Background: an optimization exercise with open tools, aiming at small area. Do not read the settings as production practice. In this exercise RTL edits were held to simulation tests only and were not proved equivalent to the original. Power and IR drop assume default switching activity.

// exec_core
module exec_core (
	input  logic                clk,
	input  logic                arst_n,
	input  cpu16_pkg::word_t    instr,
	input  logic                instr_valid,
	input  cpu16_pkg::word_t    pc,
	input  cpu16_pkg::word_t    mem_rdata,
	output cpu16_pkg::word_t    mem_addr,
	output cpu16_pkg::word_t    mem_wdata,
	output logic                mem_we,
	output logic                jump_taken,
	output cpu16_pkg::word_t    jump_target,
	output logic                wb_en_o,
	output cpu16_pkg::reg_idx_t wb_idx,
	output cpu16_pkg::word_t    wb_data,
	output cpu16_pkg::flags_t   flags
);
==> flow/config.mk <==
export PLATFORM = sky130hd
export DESIGN_NAME = exec_core
export DESIGN_NICKNAME = exec_core
export VERILOG_FILES = /design/flow/design.v
export SDC_FILE = /design/flow/constraint.sdc
export NUM_CORES = 4
export LEC_CHECK = 0
export ABC_AREA = 1
export CAP_MARGIN = 20
export CORE_MARGIN = 2
export CORE_UTILIZATION = 40
export CTS_BUF_LIST = sky130_fd_sc_hd__clkbuf_8
export CTS_CLUSTER_DIAMETER = 60
export CTS_CLUSTER_SIZE = 16
export SETUP_SLACK_MARGIN = 0.3
export SLEW_MARGIN = 20
==> flow/constraint.sdc <==
create_clock -name core_clock -period 11.0 [get_ports {clk}]
set_input_delay 2.2000 -clock core_clock [delete_from_list [all_inputs] [get_ports {clk}]]
set_output_delay 2.2000 -clock core_clock [all_outputs]
set_load 0.01 [all_outputs]
standard.sh (not shown) runs the stock make flow with config.mk's settings and CLKGATE_MAP_FILE= SYNTH_SCRIPT=/design/flow/synth_recipe.tcl, a recipe that flattens the netlist after the stock synthesis.
==> flow/flow/run.sh <==
#!/bin/bash
# The standard layout, with these changes: ABC maps the logic with an area-oriented script
# (flow/abc.script); the port buffers are the smallest buffer cell; clock tree synthesis adds
# no dummy loads.
set -euo pipefail
here=$(pwd)
rm -rf "$here/scripts_own"
cp -r "$FLOW_HOME/scripts" "$here/scripts_own"
cp "$here/flow/abc.script" "$here/scripts_own/abc_area.script"
cp "$here/flow/abc.script" "$here/scripts_own/abc_speed.script"
export SCRIPTS_DIR="$here/scripts_own"
export BUFFER_PORTS_ARGS="-buffer_cell sky130_fd_sc_hd__buf_1"
export CTS_ARGS="-sink_clustering_enable -repair_clock_nets -buf_list sky130_fd_sc_hd__clkbuf_8 -sink_clustering_size 16 -sink_clustering_max_diameter 60 -dont_use_dummy_load"

bash standard.sh > "$here/layout_make.log" 2>&1
==> flow/flow/abc.script <==
strash
&get -n
&st
&dch
&nf -R 1000
&put
topo
stime -c
buffer -c
upsize -c
dnsize -c
Then changed:
--- a/flow/flow/run.sh
+++ b/flow/flow/run.sh
@@ -4 +4,2 @@
-# no dummy loads.
+# no dummy loads; and after global routing the non-critical gates are downsized
+# and slew and capacitance repaired again (flow/post_grt.tcl).
@@ -14 +15,2 @@
-
+export RECOVER_POWER=100
+export POST_GLOBAL_ROUTE_TCL="$here/flow/post_grt.tcl"
==> flow/flow/post_grt.tcl (new file) <==
# After power recovery has downsized gates, repair the slew and capacitance it broke
global_route -start_incremental
repair_design_helper
detailed_placement
global_route -end_incremental
estimate_parasitics -global_routing
report_worst_slack
Settings changed: CORE_UTILIZATION 40 to 30.
Result: The changed run completed with no timing, DRC or antenna violations; via count drops slightly; first-iteration DRC count drops by a few percent; final area stays flat.
Then changed:
Settings changed: CORE_UTILIZATION 30 to 40.
Die area falls by 25%.
Setup slack gains 85 ps.
Via count stays flat.
Then changed:
--- a/flow/flow/run.sh
+++ b/flow/flow/run.sh
@@ -14 +14 @@
-export CTS_ARGS="-sink_clustering_enable -repair_clock_nets -buf_list sky130_fd_sc_hd__clkbuf_8 -sink_clustering_size 16 -sink_clustering_max_diameter 60 -dont_use_dummy_load"
+export CTS_ARGS='-sink_clustering_enable -repair_clock_nets -buf_list {sky130_fd_sc_hd__clkbuf_4 sky130_fd_sc_hd__clkbuf_8} -sink_clustering_size 10 -sink_clustering_max_diameter 50 -dont_use_dummy_load'
=>
- routed wire length rose by 0.46%
- final area rose by 0.80%
- clock skew barely changes
- critical path depth stays the same
- setup slack gets worse by 35 ps
- cell count rose by 0.51%
- via count rose by 0.57%
- synthesized area does not change
Then changed:
--- a/flow/flow/run.sh
+++ b/flow/flow/run.sh
@@ -4,2 +4 @@
-# no dummy loads; and after global routing the non-critical gates are downsized
-# and slew and capacitance repaired again (flow/post_grt.tcl).
+# no dummy loads; and after global routing the non-critical gates are downsized.
@@ -14 +13 @@
-export CTS_ARGS='-sink_clustering_enable -repair_clock_nets -buf_list {sky130_fd_sc_hd__clkbuf_4 sky130_fd_sc_hd__clkbuf_8} -sink_clustering_size 10 -sink_clustering_max_diameter 50 -dont_use_dummy_load'
+export CTS_ARGS="-sink_clustering_enable -repair_clock_nets -buf_list sky130_fd_sc_hd__clkbuf_8 -sink_clustering_size 16 -sink_clustering_max_diameter 60 -dont_use_dummy_load"
@@ -16 +14,0 @@
-export POST_GLOBAL_ROUTE_TCL="$here/flow/post_grt.tcl"
removed: flow/flow/post_grt.tcl
After rerunning: This time the run completed and failed the layout checks on capacitance limit, slew limit. Routed wire length falls by 0.30%. Area after synthesis stays the same. Die area is unchanged. Flip-flop and latch count does not change. Final area falls by 1.2%. Total power falls by 3.5%.


## oak
Another version of the RTL of exec_core (not shown whole).
Size in the first run: ~0.015 mm² of cells after synthesis.
clock: 11.0 ns
lec_check: 0
abc_area: 1
cap_margin: 20
core_margin: 2
core_utilization: 40
cts_buf_list: sky130_fd_sc_hd__clkbuf_8
cts_cluster_diameter: 60
cts_cluster_size: 16
gpl_timing_driven: 0
setup_slack_margin: 0.0
slew_margin: 20
==> flow/flow/run.sh <==
#!/bin/bash
# The standard layout, with two changes: ABC maps the logic with an area-oriented script
# (flow/abc.script), and the port buffers are the smallest buffer cell.
set -euo pipefail
here=$(pwd)
rm -rf "$here/scripts_own"
cp -r "$FLOW_HOME/scripts" "$here/scripts_own"
cp "$here/flow/abc.script" "$here/scripts_own/abc_area.script"
cp "$here/flow/abc.script" "$here/scripts_own/abc_speed.script"
export SCRIPTS_DIR="$here/scripts_own"
export BUFFER_PORTS_ARGS="-buffer_cell sky130_fd_sc_hd__buf_1"
bash standard.sh > "$here/layout_make.log" 2>&1
Scripts as last shown in full above: flow/flow/abc.script
oak went all the way through synthesis, placement and routing and the layout is clean on timing, DRC and antenna.
Input-level comparison between pine and oak:
- swapping 0.0 for 0.3 in SETUP_SLACK_MARGIN
- clearing GPL_TIMING_DRIVEN, which used to be 0
## What came out
- In pine, post-route worst hold slack is higher than in oak.
- The run with more routed wire is oak, not pine.
- pine has overall track demand over capacity in global routing below what oak had.
- In pine the portion of the layout cell area used by non-clock buffers turned out 1.5 points lower than in oak.
- oak: done, clean on timing, DRC and antenna
- pine was carried through to the last stage, and its layout satisfied the timing, DRC and antenna checks.

[what the ideal ports hide]
No port has a modelled driver above. Below, the same layouts with a new extraction and two added sets of constraints.
Step 1 (the two cells are an assumption about what drives the block):
set clk [get_ports {clk}]
set_driving_cell -lib_cell sky130_fd_sc_hd__clkbuf_16 $clk
set_driving_cell -lib_cell sky130_fd_sc_hd__buf_2 [delete_from_list [all_inputs] $clk]
Step 2, shift: input delay + t, output delay - t, t = (earliest + latest rising clock arrival at the registers) / 2. This alone moves slack from input paths to output paths.
Slacks: ideal / step 1 / step 2; pairs: ideal / step 1.
run | t (ns) | setup slack, ns | cell pins on the clock port's net
the first run of note 1 | 0.582 | 0.625 / 0.587 / 0.587 | 1
the second run of note 1 | 0.599 | 0.500 / 0.459 / 0.459 | 1
the third run of note 1 | 0.582 | 0.584 / 0.553 / 0.553 | 1
the fourth run of note 1 | 0.617 | 0.549 / 0.518 / 0.518 | 1
the fifth run of note 1 | 0.582 | 0.548 / 0.517 / 0.517 | 1
oak | 0.600 | 0.364 / 0.337 / 0.337 | 1
pine | 0.602 | 0.689 / 0.667 / 0.667 | 1
For the second run of note 1, which loses most, drivers alone change the setup slack by -0.041 ns; drivers and shift together by -0.041 ns.
